From an optimization exercise on the open Yosys and OpenROAD flow, aimed at small area, a short achievable clock period and few clock cycles per item; shortcuts taken in it are not production practice. Only simulation tests tie the RTL to the original design; equivalence was not proved.

### flow/config.mk
export PLATFORM = sky130hd
export DESIGN_NAME = mul_div_unit
export DESIGN_NICKNAME = mul_div_unit
export VERILOG_FILES = /design/flow/design.v
export SDC_FILE = /design/flow/constraint.sdc
export NUM_CORES = 4
export LEC_CHECK = 0
export ABC_AREA = 1
export CAP_MARGIN = 20
export CORE_MARGIN = 2
export CORE_UTILIZATION = 40
export SETUP_SLACK_MARGIN = 5
export SLEW_MARGIN = 20
### flow/constraint.sdc
create_clock -name core_clock -period 11.0 [get_ports {CLK}]
set_input_delay 2.2000 -clock core_clock [delete_from_list [all_inputs] [get_ports {CLK}]]
set_output_delay 2.2000 -clock core_clock [all_outputs]
set_load 0.01 [all_outputs]
### flow/design.v
module mul_div_unit #(
  parameter int XLEN = 32
) (
  input  logic            CLK,
  input  logic            RESET_N,
  input  logic            start,
  input  logic            flush,
  input  logic [4:0]      ALU_sel,
  input  logic [XLEN-1:0] operand1,
  input  logic [XLEN-1:0] operand2,
  output logic            is_md,
  output logic            busy,
  output logic            done,
  output logic [XLEN-1:0] result
);
  typedef enum logic [2:0] {S_IDLE, S_MUL, S_DPREP, S_DIV, S_FIX, S_DONE} state_t;
  state_t       r_state;
  logic [2:0]   r_op;
  logic         r_neg_q;      
  logic         r_neg_r;      
  logic [32:0]  r_x;          
  logic [32:0]  r_y;          
  logic [63:0]  r_acc;        
  logic [4:0]   r_cnt;        
  logic [11:0]  r_bs;         
  logic [1:0]   r_dlt;        
  logic [31:0]  r_result;
  assign is_md = (ALU_sel[4:3] == 2'b01);
  wire w_accept = (r_state == S_IDLE) && start && is_md && !flush;
  wire w_sa = !(ALU_sel[1] & ALU_sel[0]);
  wire w_sb = !ALU_sel[1];
  wire [32:0] w_a_ext = {w_sa & operand1[31], operand1};
  wire [32:0] w_b_ext = {w_sb & operand2[31], operand2};
  function automatic logic [3:0] chunks(input logic [32:0] v);
    chunks[0] = !((&v[32:7])  | ~(|v[32:7]));
    chunks[1] = !((&v[32:15]) | ~(|v[32:15]));
    chunks[2] = !((&v[32:23]) | ~(|v[32:23]));
    chunks[3] = !((&v[32:31]) | ~(|v[32:31]));
  endfunction
  wire [3:0] w_ta = chunks(w_a_ext);
  wire [3:0] w_tb = chunks(w_b_ext);
  wire       w_swap = |(w_tb & ~w_ta);           
  wire        w_dsgn  = !ALU_sel[0];
  wire        w_neg_a = w_dsgn & operand1[31];
  wire        w_neg_b = w_dsgn & operand2[31];
  function automatic logic [31:0] below(input logic [31:0] v);    
    below = {v[30:0], 1'b0};
    for (int l = 0; l < 5; l++) below = below | (below << (1 << l));
  endfunction
  wire [31:0] w_abs_a = operand1 ^ ({32{w_neg_a}} & below(operand1));
  wire [31:0] w_abs_b = operand2 ^ ({32{w_neg_b}} & below(operand2));
  function automatic logic [5:0] lzc(input logic [31:0] v);
    lzc = 6'd32;
    for (int i = 0; i < 32; i++) if (v[i]) lzc = 6'(31 - i);
  endfunction
  function automatic logic [31:0] smear(input logic [31:0] v);    
    smear = v | (v >> 1);
    smear = smear | (smear >> 2);
    smear = smear | (smear >> 4);
    smear = smear | (smear >> 8);
    smear = smear | (smear >> 16);
  endfunction
  wire        w_bz   = (operand2 == 32'd0);
  wire        w_qz   = ((w_abs_a & ~(smear(w_abs_b) >> 1)) == 32'd0);
  wire [5:0]  w_la   = lzc(r_acc[31:0]);
  wire [5:0]  w_lb   = lzc(r_x[31:0]);
  wire [4:0]  w_sh   = 5'(w_lb - w_la);
  function automatic logic [7:0] sgroups(input logic [32:0] v);
    logic [31:0] u;
    u = v[31:0] ^ {32{v[32]}};      
    for (int k = 0; k < 8; k++) sgroups[k] = |(u >> (4*k+3));
  endfunction
  wire [7:0]  w_ga = sgroups(w_a_ext);
  wire [7:0]  w_gb = sgroups(w_b_ext);
  wire        w_gbig = w_ga[6] | w_gb[6] | (w_ga[0] & w_gb[5]) | (w_ga[1] & w_gb[4])
                     | (w_ga[2] & w_gb[3]) | (w_ga[3] & w_gb[2]) | (w_ga[4] & w_gb[1])
                     | (w_ga[5] & w_gb[0]);
  wire        w_hshort = (ALU_sel[1:0] != 2'b00) && !w_gbig;
  wire        w_hneg = (w_a_ext[32] ^ w_b_ext[32]) && (operand1 != 32'd0) && (operand2 != 32'd0);
  function automatic logic [8:0] window(input logic [32:0] v, input logic [2:0] j);
    logic [40:0] vx;
    vx = {{7{v[32]}}, v, 1'b0};
    case (j)
      3'd0:    window = vx[8:0];
      3'd1:    window = vx[16:8];
      3'd2:    window = vx[24:16];
      3'd3:    window = vx[32:24];
      default: window = vx[40:32];
    endcase
  endfunction
  function automatic logic [2:0] count4(input logic [3:0] t);
    count4 = {2'b00, t[0]} + {2'b00, t[1]} + {2'b00, t[2]} + {2'b00, t[3]};
  endfunction
  wire [2:0] w_topa = count4(w_ta);
  wire [2:0] w_topb = count4(w_tb);
  wire [8:0] w_wina = window(w_a_ext, w_topa);
  wire [8:0] w_winb = window(w_b_ext, w_topb);
  function automatic logic [11:0] bsel(input logic [8:0] w);
    for (int i = 0; i < 4; i++) begin
      logic b2, b1, b0;
      b0 = w[2*i];
      b1 = w[2*i+1];
      b2 = w[2*i+2];
      bsel[3*i]   = b1 ^ b0;
      bsel[3*i+1] = (b2 & ~b1 & ~b0) | (~b2 & b1 & b0);
      bsel[3*i+2] = b2;
    end
  endfunction
  logic [41:0] w_pp [4];
  logic [3:0]  w_neg;
  always_comb begin
    for (int i = 0; i < 4; i++) begin
      logic b2, one, two;
      logic [33:0] mag, p;
      one = r_bs[3*i];
      two = r_bs[3*i+1];
      b2  = r_bs[3*i+2];
      mag = one ? {r_x[32], r_x} : (two ? {r_x, 1'b0} : 34'd0);
      p   = b2 ? ~mag : mag;
      w_neg[i] = b2;
      w_pp[i]  = {{8{p[33]}}, p} << (2*i);
    end
  end
  function automatic logic [83:0] csa(input logic [41:0] a, input logic [41:0] b,
                                      input logic [41:0] c);
    logic [41:0] sm, cy;
    sm = a ^ b ^ c;
    cy = (a & b) | (a & c) | (b & c);
    csa = {cy[40:0], 1'b0, sm};
  endfunction
  function automatic logic [41:0] add42(input logic [41:0] a, input logic [41:0] b);
    logic [41:0] g, p, gg, pp;
    g = a & b;
    p = a ^ b;
    gg = g;
    pp = p;
    for (int l = 0; l < 6; l++) begin
      logic [41:0] gn, pn;
      gn = gg;
      pn = pp;
      for (int i = 0; i < 42; i++) begin
        if ((i >> l) & 1) begin
          int j;
          j = ((i >> l) << l) - 1;            
          gn[i] = gg[i] | (pp[i] & gg[j]);
          pn[i] = pp[i] & pp[j];
        end
      end
      gg = gn;
      pp = pn;
    end
    add42 = p ^ {gg[40:0], 1'b0};
  endfunction
  wire [41:0] w_a8  = {2'b01, r_acc[31:0], 8'd0};
  wire [41:0] w_nv  = {35'd0, w_neg[3], 1'b0, w_neg[2], 1'b0, w_neg[1], 1'b0, w_neg[0]};
  wire [83:0] w_l1a = csa(w_pp[0], w_pp[1], w_pp[2]);
  wire [83:0] w_l1b = csa(w_pp[3], w_a8, w_nv);
  wire [83:0] w_l2  = csa(w_l1a[41:0], w_l1a[83:42], w_l1b[41:0]);
  wire [83:0] w_l3  = csa(w_l2[41:0], w_l2[83:42], w_l1b[83:42]);
  wire [41:0] w_low = add42(w_l3[41:0], w_l3[83:42]);
  function automatic logic [23:0] adj24(input logic [23:0] v, input logic [1:0] d);
    logic [23:0] a1, a0;                  
    a1 = {v[22:0], 1'b1};
    a0 = {~v[22:0], 1'b1};
    for (int l = 0; l < 5; l++) begin
      logic [23:0] n1, n0;
      for (int i = 0; i < 24; i++) begin
        n1[i] = (i >= (1 << l)) ? (a1[i] & a1[i - (1 << l)]) : a1[i];
        n0[i] = (i >= (1 << l)) ? (a0[i] & a0[i - (1 << l)]) : a0[i];
      end
      a1 = n1;
      a0 = n0;
    end
    adj24 = v ^ (({24{d[1]}} & a1) | ({24{d[0]}} & a0));
  endfunction
  wire [15:0] w_up16   = r_dlt[1] ? (r_acc[55:40] + 16'd1) : (r_dlt[0] ? (r_acc[55:40] - 16'd1) : r_acc[55:40]);
  wire [63:0] w_acc_nx = {w_up16, r_acc[39:32], w_low[39:0]};
  wire [1:0]  w_dlt_nx = {w_low[41], !w_low[41] && !w_low[40]};
  wire [31:0] w_hi     = {adj24(r_acc[63:40], r_dlt), r_acc[39:32]};
  wire [31:0] w_ra   = r_acc[31:0];
  wire [31:0] w_d0  = r_x[31:0];
  wire [31:0] w_d1  = {1'b0, r_x[31:1]};
  wire [32:0] w_s0  = {1'b0, w_ra} - {1'b0, w_d0};
  wire        w_q0  = !w_s0[32];
  wire [31:0] w_r0  = w_q0 ? w_s0[31:0] : w_ra;
  wire [32:0] w_s1  = {1'b0, w_r0} - {1'b0, w_d1};
  wire        w_q1  = !w_s1[32];
  wire [31:0] w_r1  = w_q1 ? w_s1[31:0] : w_r0;
  wire        w_one = (r_cnt == 5'd0);                  
  wire        w_last = (r_cnt[4:1] == 4'd0);
  wire [31:0] w_rem_nx = w_one ? w_r0 : w_r1;
  wire [31:0] w_quo_nx = w_one ? {r_acc[62:32], w_q0} : {r_acc[61:32], w_q0, w_q1};
  wire        w_div_neg = r_op[1] ? r_neg_r : r_neg_q;
  wire        w_lo      = r_op[2] ? r_op[1] : (r_op[1:0] == 2'b00);
  wire [31:0] w_sel     = w_lo ? r_acc[31:0] : w_hi;
  wire [31:0] w_fix_res = ~(w_lo ? r_acc[31:0] : r_acc[63:32]) + 32'd1;
  always_ff @(posedge CLK or negedge RESET_N) begin
    if (!RESET_N) begin
      r_state  <= S_IDLE;
      r_result <= '0;
    end else begin
      case (r_state)
        S_IDLE:  if (w_accept) begin
                   if (!ALU_sel[2])        r_state <= w_hshort ? S_DONE : S_MUL;
                   else if (w_bz || w_qz)  r_state <= (ALU_sel[1] && w_neg_a) ? S_FIX : S_DONE;
                   else                    r_state <= S_DPREP;
                 end
        S_MUL:   if (flush) r_state <= S_IDLE;
                 else if (r_cnt[2:0] == 3'd0) r_state <= S_DONE;
        S_DPREP: if (flush) r_state <= S_IDLE;
                 else r_state <= S_DIV;
        S_DIV:   if (flush) r_state <= S_IDLE;
                 else if (w_last) r_state <= w_div_neg ? S_FIX : S_DONE;
        S_FIX:   if (flush) r_state <= S_IDLE;
                 else r_state <= S_DONE;
        S_DONE: begin
          r_state  <= S_IDLE;
          r_result <= w_sel;
        end
        default: r_state <= S_IDLE;
      endcase
    end
  end
  always_ff @(posedge CLK) begin
    case (r_state)
      S_IDLE: if (w_accept) begin
        r_op    <= ALU_sel[2:0];
        r_neg_q <= (w_neg_a ^ w_neg_b) && !w_bz;
        r_neg_r <= w_neg_a;
        r_x     <= ALU_sel[2] ? {1'b0, w_abs_b} : (w_swap ? w_b_ext : w_a_ext);
        r_y     <= w_swap ? w_a_ext : w_b_ext;
        r_acc   <= ALU_sel[2] ? {{32{w_bz}}, w_abs_a} : {{32{w_hshort && w_hneg}}, 32'd0};
        r_cnt   <= {2'b00, w_swap ? w_topa : w_topb};
        r_bs    <= bsel(w_swap ? w_wina : w_winb);
        r_dlt   <= 2'b00;
      end
      S_MUL: begin
        r_acc <= w_acc_nx;
        r_dlt <= w_dlt_nx;
        r_cnt <= r_cnt - 5'd1;
        r_bs  <= bsel(window(r_y, r_cnt[2:0] - 3'd1));
      end
      S_DPREP: begin
        r_x   <= {1'b0, r_x[31:0] << w_sh};
        r_cnt <= w_sh;
      end
      S_DIV: begin
        r_acc <= {w_quo_nx, w_rem_nx};
        r_x   <= {2'b00, r_x[32:2]};
        r_cnt <= r_cnt - 5'd2;
      end
      S_FIX: r_acc <= {w_fix_res, w_fix_res};
      default: ;
    endcase
  end
  assign busy   = (r_state != S_IDLE);
  assign done   = (r_state == S_DONE);
  assign result = (r_state == S_DONE) ? w_sel : r_result;
endmodule
### flow/run.sh
#!/bin/bash
# synth_recipe.tcl (not shown) runs the flow's synth.tcl, then flattens the netlist and writes it again
# the make line also repeats each setting of config.mk as NAME=value (left out here)
make -C /OpenROAD-flow-scripts/flow DESIGN_CONFIG=/design/flow/config.mk WORK_HOME=/design/flow/orfs CLKGATE_MAP_FILE= SYNTH_SCRIPT=/design/flow/synth_recipe.tcl finish
==> results of run 1 <==
==> kinds of logic after synthesis <==
| group | count (synthesis) | share of synthesized area, % |
|---|---|---|
| AND/OR/NAND/NOR | 1715 | 25.2 |
| AO/OA/AOI/OAI | 1197 | 22.9 |
| buffers and inverters | 794 | 10.4 |
| adder cells (fa/ha/maj) | 279 | 14.7 |
| XOR/XNOR | 248 | 7.37 |
| flip-flops | 189 | 18.7 |
| multiplexers | 23 | 0.781 |
==> cell usage after synthesis (25+ instances only) <==
| library cell | n |
|---|---|
| clkbuf_1 | 140 |
| edfxtp_1 | 154 |
| fa_1 | 113 |
| nand2_1 | 863 |
| or2_2 | 33 |
| nand4_1 | 77 |
| clkinv_1 | 25 |
| o21ai_0 | 657 |
| o211ai_1 | 29 |
| nor2_1 | 367 |
| nor3_1 | 71 |
| o21ai_1 | 37 |
| ha_1 | 166 |
| o2111ai_1 | 28 |
| dfrtp_1 | 35 |
| inv_1 | 556 |
| nand3_1 | 217 |
| nor4_1 | 28 |
| a21oi_1 | 237 |
| buf_2 | 36 |
| xor2_1 | 224 |
| o22ai_1 | 35 |
==> how the worst min path moves through the flow <==
stage / to / slack [ns] / cells after the start
floorplan: r_result[16]$_DFF_PN0_ / 0.50 / 2
global placement: r_result[31]$_DFF_PN0_ / 0.46 / 2
detailed placement: r_result[16]$_DFF_PN0_ / 0.46 / 2
CTS: r_result[16]$_DFF_PN0_ / 0.49 / 2
global route: r_result[16]$_DFF_PN0_ / 0.52 / 2
finish: r_result[16]$_DFF_PN0_ / 0.48 / 2
==> flip-flops by register name, indices dropped and copies added (netlist names) <==
signal    flops
r_neg_q       1
r_bs         12
r_dlt         2
r_x          33
r_neg_r       1
r_y          33
r_cnt         5
r_acc        64
r_op          3
r_result     32
r_state       3
==> metal layers <==
layer	up-vias	global-route usage (%)
met4	2	22.8
met2	1953	58.8
met1	15600	44.5
met3	502	6.81
met5	-	0
li1	15300	-
==> worst reg2reg max path, delay by kind of cell (launching register included) <==
kind,cells,cell delay [ns]
adders and majority gates,3,0.67
AOI/OAI and AO/OA,11,1.84
and+or+nand+nor,12,1.48
DFF,1,0.48
buffers and inverters,8,1.09
==> cell type report <==
| cell class | instances | area [um2] |
|---|---|---|
| Timing Repair inverter | 1 | 5.00 |
| Clock buffer | 18 | 429 |
| Antenna cell | 1 | 2.50 |
| Timing Repair Buffer | 291 | 2690 |
| Fill cell | 7634 | 38900 |
| Sequential cell | 189 | 5500 |
| Inverter | 601 | 2330 |
| Multi-Input combinational cell | 3464 | 21700 |
| Clock inverter | 14 | 149 |
| Tap cell | 959 | 1200 |
==> metrics by stage <==
stage / std cells / setup slack, ns / utilization, %
global route: 5537 / 4.93 / 46.6
finish: 5538 / 5.09 / 46.6
CTS: 5449 / 5.00 / 44.7
floorplan: 4445 / 5.22 / -
detailed placement: 5388 / 3.10 / 43.2
global placement: 5388 / 3.07 / 43.2
==> timing repair <==
item | 4_1_cts | 5_1_grt
gates resized for setup | 129 | 229
buffers inserted | 26 | 81
setup endpoints to repair | 136 | 112
gates cloned | 3 | 7
pin swaps | 9 | 30
==> metrics.md, run 1 <==
| Metric | Value |
|---|---|
| Reg2reg end | `r_acc[21]$_DFFE_PP_` |
| DIE AREA | `0.0759 mm2` |
| Worst-path clk slew | `0.09 ns` |
| Worst min path class | `flop to flop` |
| Largest net degree at the start of global routing | `69` |
| Setup TNS | `0 ns` |
| Vias in the first global route | `30700` |
| CP max stage delay | `0.44 ns` |
| Worst EP required | `11.25 ns` |
| Critical path class | `input pin to flop` |
| Cts bufs inserted | `17` |
| HP Start | `r_result[16]$_DFF_PN0_` |
| Register area share after synthesis | `18.7%` |
| I/O pin count | `108` |
| Cell area after layout | `0.0340 mm2` |
| Clock skew | `0.0322 ns` |
| RSZ-0062 raised after global routing | `yes` |
| Synth top area share | `15.7%` |
| Cell count along the critical path | `25` |
| CP top delay family | `simple AND/OR/NAND/NOR gates` |
| Main area contributors after synthesis | `edfxtp_1, o21ai_0, nand2_1, fa_1, inv_1` |
| DRT iter0 DRCs | `3890` |
| Met3 WL | `12800 um` |
| Ys async rst share | `18.5%` |
| Mapped Nets | `4797` |
| Dpl cell area | `0.0315 mm2` |
| WL met1 | `54800 um` |
| DIE HEIGHT | `275 um` |
| Worst setup path start | `operand1[21]` |
| Synth area leader | `edfxtp_1` |
| Most frequent cells in the layout | `nand2_1, o21ai_0, inv_1` |
| Synth Cell Area | `0.0295 mm2` |
| Pins Over Slew Limit | `0` |
| Routed vias | `33300` |
| Met2 wire length | `64300 um` |
| Final Hold Fails | `0` |
| Starting Density | `40.4%` |
| Grt ovf | `0` |
| Crit path max fanout | `6` |
| MaxCap Viol Count | `0` |
| Tmin final | `5.91 ns` |
| Hold slack final | `0.484 ns` |
| EDFF count, synth | `154` |
| Critical Path Most Common Cell | `inv_1` |
| Worst flop-to-flop path startpoint | `r_x[0]$_DFFE_PP_` |
| CP arrival | `6.15 ns` |
| Ratio of cells with drive above 1 in the final layout | `11.1%` |
| Startpoint types | `input pin` |
| Cells after synthesis | `4445` |
| Status | `timing/DRC/antenna clean` |
| Commonest non-fill, non-tap cell in the layout | `nand2_1` |
| Setup violators final | `0` |
| Slew HR | `21.9%` |
| Yosys cell types | `75` |
| Num rows | `99` |
| Worst setup EP type | `flop` |
| Ys Warns | `2` |
| Final GP Congestion | `1.07` |
| CTS tree | `yes` |
| Hpwl dp | `110000 um` |
| Worst-Skew Late Latency | `0.50 ns` |
| Crit path max-delay cell type | `fa_1` |
| Highest routed layer | `met5` |
| Clock sinks | `189` |
| Fmax | `169 MHz` |
| First-pass GRT wire length | `202000 um` |
| DR pass1 iterations | `6` |
| Syn avg cell area | `6.63 um2` |
| Worst Tran Pin Value | `1.17 ns` |
| Final period utilization | `53.7%` |
| Largest buffer count on any clock path | `2` |
| Area growth syn-to-layout | `15.4%` |
| Core area | `0.0730 mm2` |
| Port-buffer cells | `107` |
| Initial antenna violation count | `3` |
| Crit path buf inv count | `8` |
| Detailed-route DRC error count | `0` |
| Post-route ant nets | `0` |
| Clock root buffer | `clkbuf_16` |
| Worst R2R Path Depth | `34` |
| Register bit total from synthesis | `189` |
| Top_reg_cell synth | `edfxtp_1` |
| Final #Nets | `4917` |
| Routed wire length | `143000 um` |
| DIE WIDTH | `275 um` |
| Total GRT Usage | `36.3%` |
| H-tree depth | `4` |
| Mean routed wirelength per cell | `25.8 um` |
| DR vias/cell | `6.01` |
| R2r setup slk | `5.17 ns` |
| Worst setup path end | `r_bs[4]$_DFFE_PP_` |
| CTS Hold Bufs | `0` |
Testbench counts, summed over its fixed seeds: cycles 9,321, ops 2,400.
==> run 2, diff against run 1 <==
--- a/flow/config.mk
+++ b/flow/config.mk
@@ -7,3 +7,2 @@
 export LEC_CHECK = 0
-export ABC_AREA = 1
 export CAP_MARGIN = 20
==> run 2 against run 1 <==
Compared with the run above:
- still clean
- hold slack improved by 0.0049 ns
- synthesized cell count down 22%
- non-clock buffer count decreased by 9
- clock skew is 0.013 ns lower
- global-route usage is 5.3 points lower
- area after synthesis down 3.0%
- critical endpoint is now r_dlt[0]$_SDFFCE_PN0P_
==> metrics.md, run 2 <==
| Metric | Value |
|---|---|
| Status | `timing/DRC/antenna clean` |
| Worst EP required | `11.33 ns (+0.08 ns)` |
| Most frequent cells in the layout | `nand2_1, nor2_1, xnor2_1` |
| Yosys cell types | `105 (+40%)` |
| Reg2reg end | `r_dlt[0]$_SDFFCE_PN0P_` |
| Most frequent cell after synthesis | `nand2_1` |
| Slew HR | `21.3% (-0.63 points)` |
| Startpoint types | `flop` |
| R2r setup slk | `5.00 ns (-0.17 ns)` |
| EDFF count, synth | `154 (unchanged)` |
| Cts bufs inserted | `17 (unchanged)` |
| Detailed-route DRC error count | `0 (unchanged)` |
| Worst setup path start | `r_bs[3]$_DFFE_PP_` |
| Multi-input gate area | `0.0224 mm2 (+3.2%)` |
| # fillers | `7016 (-8.1%)` |
| Crit path max fanout | `11 (+5)` |
| Max reg flops | `64 (unchanged)` |
| H-tree depth | `4 (unchanged)` |
| Cell area after layout | `0.0328 mm2 (-3.6%)` |
| CP top delay family | `adder cells` |
| CP arrival | `6.33 ns (+0.18 ns)` |
| Clock root buffer | `clkbuf_16` |
| Commonest non-fill, non-tap cell in the layout | `nand2_1` |
| MaxCap Viol Count | `0 (unchanged)` |
| Crit path max-delay cell type | `fa_1` |
| Dpl cell area | `0.0302 mm2 (-4.2%)` |
| Largest net degree at the start of global routing | `65 (-5.8%)` |
| Final period utilization | `54.5% (+0.82 points)` |
| First-pass GRT wire length | `173000 um (-15%)` |
| DRT iter0 DRCs | `3417 (-12%)` |
| Critical path class | `flop to flop` |
| N_diodes | `0 (-1)` |
| Synth Cell Area | `0.0286 mm2 (-3.0%)` |
| Largest register by flop count | `r_acc` |
| Total GRT Usage | `31.0% (-5.3 points)` |
| Post-route ant nets | `0 (unchanged)` |
| Mean routed wirelength per cell | `27.0 um (+4.7%)` |
| Worst-path clk slew | `0.09 ns (about the same)` |
| Worst setup EP type | `flop` |
| Register area share after synthesis | `19.2% (+0.57 points)` |
| Fmax | `167 MHz (-1.5%)` |
| Post-synth top cells | `nand2_1, nor2_1, xnor2_1, a21oi_1, clkbuf_1` |
| DIE HEIGHT | `271 um (-1.5%)` |
| Largest regs | `r_acc (64), r_x (33), r_y (33)` |
| Syn avg cell area | `8.25 um2 (+24%)` |
| Worst Slack Setup Final | `5.00 ns (-0.0897 ns)` |
| Worst R2R Path Depth | `21 (-38%)` |
| Routed vias | `28600 (-14%)` |
| Cell count along the critical path | `21 (-16%)` |
| I/O pin count | `108 (unchanged)` |
| Final Hold Fails | `0 (unchanged)` |
| Grt ovf | `0 (unchanged)` |
| Mapped Nets | `3818 (-20%)` |
| Synth area leader | `edfxtp_1` |
| Ys Warns | `2 (unchanged)` |
| Synth top area share | `16.2% (+0.48 points)` |
| Setup TNS | `0 ns (unchanged)` |
| Port-buffer cells | `107 (unchanged)` |
| Cells after synthesis | `3466 (-22%)` |
| Tmin final | `6.00 ns (+0.0897 ns)` |
| Ratio of cells with drive above 1 in the final layout | `14.4% (+3.3 points)` |
| DR pass1 iterations | `6 (unchanged)` |
| Worst flop-to-flop path startpoint | `r_bs[3]$_DFFE_PP_` |
| Final GP Congestion | `1.01 (-5.9%)` |
| Top_reg_cell synth | `edfxtp_1` |
| Clock sinks | `189 (unchanged)` |
| Area growth syn-to-layout | `14.7%` |
| Starting Density | `40.2% (-0.18 points)` |
| DIE AREA | `0.0737 mm2 (-2.9%)` |
| Crit-path cells | `buf_12, nor2b_4, buf_4, buf_12, buf_12, a22oi_1, xnor2_1, fa_1, fa_1, fa_1, ha_1, and4_1, a221o_1, a21o_1, a221oi_4, o211ai_1, nand4_1, a21oi_2, or3_4, or3_1, a21oi_2` |
| Initial antenna violation count | `1 (-2)` |
| CP max stage delay | `0.53 ns (+0.09 ns)` |
| Post-placement worst setup slack | `3.39 ns (+0.294 ns)` |
| Final core utilization | `46.1% (-0.50 points)` |
| Num rows | `98 (-1.0%)` |
| RSZ-0062 raised after global routing | `yes` |
| Worst setup path end | `r_dlt[0]$_SDFFCE_PN0P_` |
| Crit path buf inv count | `4 (-4)` |
| Final #Nets | `3837 (-22%)` |
| Core area | `0.0711 mm2 (-2.5%)` |
| Worst-Skew Late Latency | `0.51 ns (about the same)` |
| Main area contributors after synthesis | `edfxtp_1, fa_1, xnor2_1, ha_1, nand2_1` |
| Clock skew | `0.0196 ns (-0.0126 ns)` |
| Sequential Area | `0.00550 mm2 (unchanged)` |
| Routed wire length | `120000 um (-16%)` |
| CTS tree | `yes` |
| Pins Over Slew Limit | `0 (unchanged)` |
| Register bit total from synthesis | `189 (unchanged)` |
| Ys async rst share | `18.5% (unchanged)` |
| Worst min path class | `flop to flop` |
| DR vias/cell | `6.44 (+7.1%)` |
| Worst Tran Pin Value | `1.18 ns (+0.00940 ns)` |
| Hpwl dp | `87400 um (-20%)` |
| Vias in the first global route | `26800 (-13%)` |
| Setup violators final | `0 (unchanged)` |
| Largest buffer count on any clock path | `2 (unchanged)` |
| DIE WIDTH | `271 um (-1.5%)` |
[run 2: changes by cell type after synthesis, sizes merged, moves of 56 or more]
cell / change
nand3: -126
inv: -464
nor2: -97
clkbuf: +82
xnor2: +222
o21ai: -478
mux2i: +97
xor2: -127
mux2: +56
nand2: -551
a22oi: +129
[run 2: per-stage QoR]
stage | hold slack [ns] | cells
after floorplan | 0.505 | 3466
after global placement | 0.461 | 4293
after detailed placement | 0.475 | 4293
after CTS | 0.497 | 4386
after global routing | 0.527 | 4448
final | 0.489 | 4448
[run 2: layout make-up]
class | instances | share of cell area (%)
multi-input combinational | 2880 | 68.3
sequential | 189 | 16.8
timing repair buffer | 282 | 8.20
tap | 950 | 3.62
inverter | 115 | 1.33
clock buffer | 17 | 1.30
clock inverter | 15 | 0.446
[run 2: routing by layer]
| metal | GRT usage (%) | share of wire [%] |
|---|---|---|
| met4 | 17.9 | 7.3 |
| met1 | 40.0 | 39 |
| met5 | 0 | 0.0092 |
| met3 | 5.71 | 9.8 |
| met2 | 48.6 | 44 |
[run 2: kinds of logic (layout without fill, tap and decap cells)]
group                      count (synthesis)  in the layout  share of synthesized area [%]
adders and majority gates                280            280                           15.2
xor gates and xnor gates                 343            343                           10.5
DFF                                      189            189                           19.2
AOI/OAI and AO/OA                       1026           1026                           24.1
muxes                                    203            203                           8.53
and+or+nand+nor                         1027           1028                           16.9
buffers and inverters                    398            429                           5.48
[run 2: worst min path at each step]
stage                     cells after the start                   start                endpoint
final                                         1   r_result[8]$_DFF_PN0_   r_result[8]$_DFF_PN0_
after floorplan                               1   r_result[8]$_DFF_PN0_   r_result[8]$_DFF_PN0_
after global routing                          1   r_result[8]$_DFF_PN0_   r_result[8]$_DFF_PN0_
after CTS                                     2  r_result[10]$_DFF_PN0_  r_result[10]$_DFF_PN0_
after global placement                        1   r_result[8]$_DFF_PN0_   r_result[8]$_DFF_PN0_
after detailed placement                      1   r_result[8]$_DFF_PN0_   r_result[8]$_DFF_PN0_
[run 2: timing repair]
| item | 4_1_cts | 5_1_grt |
|---|---|---|
| gates cloned | 2 | 7 |
| resized for setup | 140 | 150 |
| pin swaps | 14 | 58 |
| hold endpoints to repair | 0 | 0 |
| buffers inserted | 59 | 55 |
| hold buffers | 0 | 0 |
| endpoints found under the setup margin | 101 | 95 |
[run 2: worst register-to-register path, cell delays in order, from the launching register on]
cell      delay, ns
edfxtp_1       0.46
buf_12         0.17
nor2b_4        0.10
buf_4          0.12
buf_12         0.13
buf_12         0.12
a22oi_1        0.07
xnor2_1        0.20
fa_1           0.49
fa_1           0.54
fa_1           0.42
ha_1           0.33
and4_1         0.28
a221o_1        0.42
a21o_1         0.23
a221oi_4       0.26
o211ai_1       0.22
nand4_1        0.21
a21oi_2        0.08
or3_4          0.39
or3_1          0.36
a21oi_2        0.22
==> run 3, diff against run 2 <==
--- a/flow/config.mk
+++ b/flow/config.mk
@@ -12 +12,2 @@
 export SLEW_MARGIN = 20
+export TNS_END_PERCENT = 20
==> run 3 against run 2 <==
Compared with the run above:
- sequential share of layout area about the same
- routed wire length up 0.95%
- sequential cell count unchanged
- critical path type is now input pin to flop
- largest cell class unchanged
- critical endpoint is now r_state[0]$_DFFE_PN0P_
==> metrics.md, run 3 <==
| Metric | Value |
|---|---|
| Largest register by flop count | `r_acc` |
| CP max stage delay | `0.97 ns (+0.44 ns)` |
| RSZ-0062 raised after global routing | `yes` |
| Largest regs | `r_acc (64), r_x (33), r_y (33)` |
| Clock sinks | `189 (unchanged)` |
| Most frequent cell after synthesis | `nand2_1` |
| Total GRT Usage | `30.8% (-0.24 points)` |
| Final Hold Fails | `0 (unchanged)` |
| Cell area after layout | `0.0328 mm2 (about the same)` |
| DRT iter0 DRCs | `3461 (+1.3%)` |
| Worst min path class | `flop to flop` |
| Largest net degree at the start of global routing | `65 (unchanged)` |
| Most frequent cells in the layout | `nand2_1, nor2_1, xnor2_1` |
| Slew HR | `18.3% (-2.9 points)` |
| Core area | `0.0711 mm2 (unchanged)` |
| I/O pin count | `108 (unchanged)` |
| Register bit total from synthesis | `189 (unchanged)` |
| Initial antenna violation count | `1 (unchanged)` |
| Ratio of cells with drive above 1 in the final layout | `13.9% (-0.43 points)` |
| Cts bufs inserted | `17 (unchanged)` |
| EDFF count, synth | `154 (unchanged)` |
| Synth top area share | `16.2% (unchanged)` |
| Combinational family with the most area after synthesis | `compound AO/OA/AOI/OAI gates` |
| Fmax | `161 MHz (-3.6%)` |
| Setup TNS | `0 ns (unchanged)` |
| Post-route ant nets | `0 (unchanged)` |
| Register area share after synthesis | `19.2% (unchanged)` |
| H-tree depth | `4 (unchanged)` |
| Multi-input gate area | `0.0223 mm2 (-0.46%)` |
| Dpl cell area | `0.0302 mm2 (unchanged)` |
| Commonest non-fill, non-tap cell in the layout | `nand2_1` |
| Synth Cell Area | `0.0286 mm2 (unchanged)` |
| Area growth syn-to-layout | `14.8% (about the same)` |
| Cells after synthesis | `3466 (unchanged)` |
| Synth Area in XOR/XNOR | `10.5% (unchanged)` |
| Ys Warns | `2 (unchanged)` |
| Vias in the first global route | `26700 (-0.61%)` |
| Routed wire length | `121000 um (+0.95%)` |
| DIE AREA | `0.0737 mm2 (unchanged)` |
| Post-synth top cells | `nand2_1, nor2_1, xnor2_1, a21oi_1, clkbuf_1` |
| Max reg flops | `64 (unchanged)` |
| Worst Tran Pin Value | `1.22 ns (+0.0440 ns)` |
| Final period utilization | `56.6% (+2.0 points)` |
| Critical path class | `input pin to flop` |
| Ys async rst share | `18.5% (unchanged)` |
| Yosys cell types | `105 (unchanged)` |
| Detailed-route DRC error count | `0 (unchanged)` |
| Worst setup EP type | `flop` |
| Worst EP required | `11.38 ns (+0.05 ns)` |
| Final #Nets | `3845 (+0.21%)` |
| Num rows | `98 (unchanged)` |
| # fillers | `6997 (-0.27%)` |
| Main area contributors after synthesis | `edfxtp_1, fa_1, xnor2_1, ha_1, nand2_1` |
| Setup violators final | `0 (unchanged)` |
| Largest buffer count on any clock path | `2 (unchanged)` |
| CP arrival | `6.60 ns (+0.27 ns)` |
| Tmin final | `6.22 ns (+0.223 ns)` |
| Hpwl dp | `87400 um (unchanged)` |
| DR vias/cell | `6.44 (about the same)` |
| Worst-Skew Late Latency | `0.51 ns (about the same)` |
| Final core utilization | `46.2% (about the same)` |
| Synth area leader | `edfxtp_1` |
| Worst-path clk slew | `0.08 ns (about the same)` |
| Port-buffer cells | `107 (unchanged)` |
| MaxCap Viol Count | `0 (unchanged)` |
| Final GP Congestion | `1.01 (unchanged)` |
| Routed vias | `28700 (+0.13%)` |
| DIE WIDTH | `271 um (unchanged)` |
| Starting Density | `40.2% (unchanged)` |
| Grt ovf | `0 (unchanged)` |
| Post-Synth Simple-Gate Area | `16.9% (unchanged)` |
| Synth Area in Compound Gates | `24.1% (unchanged)` |
| Mux cell area share after synthesis | `8.53% (unchanged)` |
| Mean routed wirelength per cell | `27.2 um (+0.77%)` |
| Synth Area in Adders | `15.2% (unchanged)` |
| Status | `timing/DRC/antenna clean` |
| Top_reg_cell synth | `edfxtp_1` |
| Pins Over Slew Limit | `0 (unchanged)` |
| Syn avg cell area | `8.25 um2 (unchanged)` |
| CTS tree | `yes` |
| Crit path max fanout | `9 (-2)` |
| Crit path max-delay cell type | `clkdlybuf4s50_1` |
| Clock root buffer | `clkbuf_16` |
| Sequential Area | `0.00550 mm2 (unchanged)` |
| Clock skew | `0.0168 ns (-0.00281 ns)` |
| Crit-path cells | `clkdlybuf4s50_1, nor3_4, nand4b_1, or3_1, o31ai_1, xnor2_1, a21oi_1, nor2_1, nor4_1, a311oi_1, o311ai_1` |
| First-pass GRT wire length | `172000 um (-0.63%)` |
| Mapped Nets | `3818 (unchanged)` |
| DR pass1 iterations | `8 (+2)` |
| Startpoint types | `input pin` |
| N_diodes | `0 (unchanged)` |
| DIE HEIGHT | `271 um (unchanged)` |
==> run 3: cell types whose count changed in the layout (fill, tap and decap cells not counted), moves of 4 or more <==
cell,change
a21oi_1,+5
a21oi_2,-5
buf_4,+7
clkbuf_2,+4
clkdlybuf4s15_2,-8
clkdlybuf4s50_1,+4
dlygate4sd2_1,-15
dlymetal6s2s_1,+14
ha_1,+6
inv_1,+5
inv_2,-5
==> run 3: worst max-delay path: cells and delay by family <==
family,cells,cell delay [ns]
simple gates,5,1.99
xor+xnor,1,0.29
compound gates,4,1.13
buf+inv,1,0.97
==> run 3: worst paths after layout <==
| path | from | end | slack [ns] | depth (start not counted) |
|---|---|---|---|---|
| min in group asynchronous | RESET_N | r_result[28]$_DFF_PN0_ | 1.84 | 1 |
| max in group asynchronous | RESET_N | r_result[8]$_DFF_PN0_ | 8.55 | 1 |
| max reg2reg | r_x[27]$_DFFE_PP_ | r_acc[28]$_DFFE_PP_ | 4.93 | 21 |
| min reg2reg | r_result[8]$_DFF_PN0_ | r_result[8]$_DFF_PN0_ | 0.49 | 1 |
| min | r_result[8]$_DFF_PN0_ | r_result[8]$_DFF_PN0_ | 0.49 | 1 |
| max | operand1[0] | r_state[0]$_DFFE_PN0P_ | 4.78 | 11 |
==> run 3: routing by layer <==
metal  vias up  wire length [um]  GRT usage, %
met5         -                12             0
met4         2              8350          16.5
met3       345             11300          5.44
met2      1694             54000          48.8
met1     13800             47500          39.9
li1      12800                 -             -
==> run 3: cell families after synthesis <==
kind of cell,after synthesis
adder cells (fa/ha/maj),280
buffers and inverters,398
XOR/XNOR,343
multiplexers,203
flip-flops,189
AO/OA/AOI/OAI,1026
AND/OR/NAND/NOR,1027
==> run 3: layout make-up <==
cell class,instances,share of cell area (%)
Multi-Input combinational cell,2880,68.0
Sequential cell,189,16.7
Timing Repair Buffer,290,8.59
Tap cell,950,3.62
Inverter,115,1.34
Clock buffer,17,1.30
Clock inverter,15,0.446
==> run 3: repair_timing <==
item,4_1_cts,5_1_grt
resized for setup,75,183
buffers inserted,44,76
gates cloned,1,10
setup endpoints to repair,101,123
hold buffers,0,0
pin swaps,10,45
==> run 3: metrics by stage <==
step | instances | hold slack [ns] | worst slack (ns)
after floorplan | 3466 | 0.505 | 4.97
after global placement | 4293 | 0.461 | 3.50
after detailed placement | 4293 | 0.475 | 3.39
after CTS | 4370 | 0.497 | 4.75
after global routing | 4456 | 0.527 | 4.78
final | 4456 | 0.489 | 4.78
==> run 4, diff against run 3 <==
==> flow/flow/run.sh (new file) <==
#!/bin/bash
set -euo pipefail
export BUFFER_PORTS_ARGS="-buffer_cell sky130_fd_sc_hd__buf_2"
bash standard.sh > standard.log 2>&1
==> flow/standard.sh (new file) <==
#!/bin/bash
# synth_recipe.tcl (not shown) runs the flow's synth.tcl, then flattens the netlist and writes it again
# the make line also repeats each setting of config.mk as NAME=value (left out here)
make -C /OpenROAD-flow-scripts/flow DESIGN_CONFIG=/design/flow/config.mk WORK_HOME=/design/flow/orfs CLKGATE_MAP_FILE= SYNTH_SCRIPT=/design/flow/synth_recipe.tcl "${@:-finish}"
--- a/flow/config.mk
+++ b/flow/config.mk
@@ -12,2 +12 @@
 export SLEW_MARGIN = 20
-export TNS_END_PERCENT = 20
removed: flow/run.sh
==> run 4 against run 3 <==
Compared with the run above:
- area after synthesis did not move
- count of clock-buffer cells in the layout up 1
- largest cell class unchanged
- global-route usage is 0.24 points higher
- sequential share of layout area grew 0.44 points
- synthesized cell count unchanged
==> metrics.md, run 4 <==
| Metric | Value |
|---|---|
| R2r setup slk | `5.09 ns (+0.16 ns)` |
| Main area contributors after synthesis | `edfxtp_1, fa_1, xnor2_1, ha_1, nand2_1` |
| Area growth syn-to-layout | `11.9%` |
| Slew HR | `27.3% (+9.0 points)` |
| Final period utilization | `53.7% (-2.9 points)` |
| Port-buffer cells | `107 (unchanged)` |
| Final #Nets | `3833 (-0.31%)` |
| Largest register by flop count | `r_acc` |
| Synth Cell Area | `0.0286 mm2 (unchanged)` |
| Core area | `0.0711 mm2 (unchanged)` |
| Starting Density | `40.2% (unchanged)` |
| Hpwl dp | `88600 um (+1.3%)` |
| Num rows | `98 (unchanged)` |
| Register area share after synthesis | `19.2% (unchanged)` |
| I/O pin count | `108 (unchanged)` |
| Mapped Nets | `3818 (unchanged)` |
| Fmax | `169 MHz (+5.3%)` |
| Mean routed wirelength per cell | `26.7 um (-1.9%)` |
| Commonest non-fill, non-tap cell in the layout | `nand2_1` |
| # fillers | `7084 (+1.2%)` |
| Pins Over Slew Limit | `0 (unchanged)` |
| MaxCap Viol Count | `0 (unchanged)` |
| Cts bufs inserted | `17 (unchanged)` |
| Ys Warns | `2 (unchanged)` |
| Most frequent cell after synthesis | `nand2_1` |
| Syn avg cell area | `8.25 um2 (unchanged)` |
| Critical path class | `flop to flop` |
| DRT iter0 DRCs | `3591 (+3.8%)` |
| Cells after synthesis | `3466 (unchanged)` |
| CP arrival | `6.14 ns (-0.46 ns)` |
| Cell Count, Final, Fillers Out | `4445 (-0.25%)` |
| Post-route ant nets | `0 (unchanged)` |
| Startpoint types | `flop` |
| Detailed-route DRC error count | `0 (unchanged)` |
| Setup violators final | `0 (unchanged)` |
| Routed wire length | `119000 um (-2.1%)` |
| Register bit total from synthesis | `189 (unchanged)` |
| Clock skew | `0.0193 ns (+0.00249 ns)` |
| Final Hold Fails | `0 (unchanged)` |
| Global Route met1 Usage | `40.1% (+0.21 points)` |
| Routed vias | `28500 (-0.58%)` |
| DR vias/cell | `6.41 (-0.33%)` |
| Top_reg_cell synth | `edfxtp_1` |
| Grt ovf | `0 (unchanged)` |
| Worst EP required | `11.23 ns (-0.15 ns)` |
| First-pass GRT wire length | `173000 um (+0.51%)` |
| DP Cell Count | `4290 (-0.070%)` |
| Setup TNS | `0 ns (unchanged)` |
| Vias in the first global route | `26500 (-0.66%)` |
| Sequential Area | `0.00550 mm2 (unchanged)` |
| DIE WIDTH | `271 um (unchanged)` |
| Synth top area share | `16.2% (unchanged)` |
| Clock sinks | `189 (unchanged)` |
| Initial antenna violation count | `3 (+2)` |
| Most frequent cells in the layout | `nand2_1, nor2_1, xnor2_1` |
| Clock root buffer | `clkbuf_16` |
| RSZ-0062 raised after global routing | `no` |
| DIE HEIGHT | `271 um (unchanged)` |
| Most Crowded Layer GR | `met2` |
| Total GRT Usage | `31.0% (+0.24 points)` |
| Crit path max fanout | `15 (+6)` |
| Post-synth top cells | `nand2_1, nor2_1, xnor2_1, a21oi_1, clkbuf_1` |
| CTS tree | `yes` |
| Cell area after layout | `0.0320 mm2 (-2.6%)` |
| Max reg flops | `64 (unchanged)` |
| Dpl cell area | `0.0297 mm2 (-1.8%)` |
| Worst Tran Pin Value | `1.09 ns (-0.130 ns)` |
| Worst min path class | `flop to flop` |
| Largest regs | `r_acc (64), r_x (33), r_y (33)` |
| Worst-path clk slew | `0.08 ns (about the same)` |
| Tmin final | `5.91 ns (-0.315 ns)` |
| Multi-input gate area | `0.0223 mm2 (-0.10%)` |
| Largest buffer count on any clock path | `2 (unchanged)` |
| Grt met3 use | `6.25% (+0.80 points)` |
| H-tree depth | `4 (unchanged)` |
| Final GP Congestion | `1.00 (-0.39%)` |
| Final core utilization | `45.0% (-1.2 points)` |
| Ys async rst share | `18.5% (unchanged)` |
| EDFF count, synth | `154 (unchanged)` |
| DIE AREA | `0.0737 mm2 (unchanged)` |
| Worst-Skew Late Latency | `0.51 ns (about the same)` |
| Synth area leader | `edfxtp_1` |
| Worst setup EP type | `flop` |
| Largest net degree at the start of global routing | `68 (+4.6%)` |
| M2 GR Usage | `49.1% (+0.34 points)` |
| DR pass1 iterations | `10 (+2)` |
| Ratio of cells with drive above 1 in the final layout | `16.3% (+2.3 points)` |
| Status | `timing/DRC/antenna clean` |
| Yosys cell types | `105 (unchanged)` |
==> run 4: cell counts after synthesis <==
No cell type changed its count.
==> run 4: final cells by class <==
type                    instances  area share (%)
inverters                     115            1.36
flip-flops and latches        189            17.2
clock buffers                  18            1.34
clock inverters                14           0.465
multi-input cells            2882            69.7
repair buffers                276            6.24
well taps                     950            3.71
diodes                          1         0.00782
==> run 4: cell families (layout without fill, tap and decap cells) <==
| kind of cell | count (synthesis) | after routing | synth area share (%) |
|---|---|---|---|
| AO/OA/AOI/OAI | 1026 | 1026 | 24.1 |
| XOR/XNOR | 343 | 343 | 10.5 |
| adder cells (fa/ha/maj) | 280 | 280 | 15.2 |
| buffers and inverters | 398 | 423 | 5.48 |
| flip-flops | 189 | 189 | 19.2 |
| multiplexers | 203 | 203 | 8.53 |
| other | 0 | 1 | 0 |
| AND/OR/NAND/NOR | 1027 | 1030 | 16.9 |
==> run 4: timing repair <==
action | in CTS | in global routing
buffers inserted | 53 | 63
gates cloned | 1 | 5
endpoints found under the setup margin | 60 | 63
gates resized for setup | 57 | 94
hold buffers | 0 | 0
pin swaps | 10 | 27
==> run 4: path summary, 6_finish.rpt <==
check | from | endpoint | cells past startpoint
setup / recovery | r_x[15]$_DFFE_PP_ | r_acc[32]$_DFFE_PP_ | 20
hold / removal | r_result[8]$_DFF_PN0_ | r_result[8]$_DFF_PN0_ | 1
setup reg to reg | r_x[15]$_DFFE_PP_ | r_acc[32]$_DFFE_PP_ | 20
hold reg to reg | r_result[8]$_DFF_PN0_ | r_result[8]$_DFF_PN0_ | 1
max in group asynchronous | RESET_N | r_result[4]$_DFF_PN0_ | 1
min in group asynchronous | RESET_N | r_result[25]$_DFF_PN0_ | 1
==> run 4: metrics by stage <==
stage	worst slack (ns)	hold WS, ns
4_1_cts	5.00	0.491
3_5_place_dp	3.46	0.473
6_report	5.09	0.486
5_1_grt	4.99	0.505
3_3_place_gp	3.55	0.455
2_1_floorplan	4.97	0.505
==> run 4: per-layer routing <==
layer / up-vias / share of wire (%) / routed length (um)
met5: - / 0.011 / 13
met4: 2 / 5.8 / 6940
met3: 276 / 9.8 / 11700
met2: 1636 / 45 / 53600
met1: 13800 / 39 / 46400
li1: 12800 / - / -
==> run 4: worst max-delay path: stages, from the launching register on <==
cell and delay, ns:
edfxtp_1 0.73, inv_1 0.30, ha_1 0.33, a221o_1 0.38
o21a_1 0.21, o211ai_1 0.16, buf_4 0.21, nand3_4 0.19
mux2_4 0.37, ha_2 0.22, or4_1 0.51, o22a_2 0.26
a31o_2 0.27, a311o_1 0.32, a21oi_2 0.24, o31ai_4 0.12
o21ba_4 0.24, buf_12 0.16, buf_4 0.16, a21oi_1 0.14
o211ai_2 0.09

re-timing with driven ports:
How much do the figures lean on ideal ports? The routed layouts below were timed once more, with nothing changed but the port constraints.
Step 1 assumes that a clkbuf_16 drives the clock port and a buf_2 every other input.
Step 2, shift: input delay + t, output delay - t, t = (earliest + latest rising clock arrival at the registers) / 2. This alone moves slack from input paths to output paths.
Slacks: ideal / step 1 / step 2; pairs: ideal / step 1.
run | t (ns) | setup WS [ns] | worst register clock-pin slew, ns | worst slew at a driven data input, ns
run 1 | 0.561 | 5.091 / 5.129 / 4.581 | 0.09 / 0.09 | 0.05
run 2 | 0.566 | 5.002 / 5.001 / 4.508 | 0.09 / 0.09 | 0.08
run 3 | 0.568 | 4.779 / 4.812 / 4.254 | 0.09 / 0.09 | 0.07
run 4 | 0.564 | 5.094 / 5.094 / 4.583 | 0.09 / 0.09 | 0.12
After both steps setup and hold are still met in every run listed. The setup slack of run 3, which loses most, moves by +0.033 ns with the drivers and by -0.525 ns with both steps.
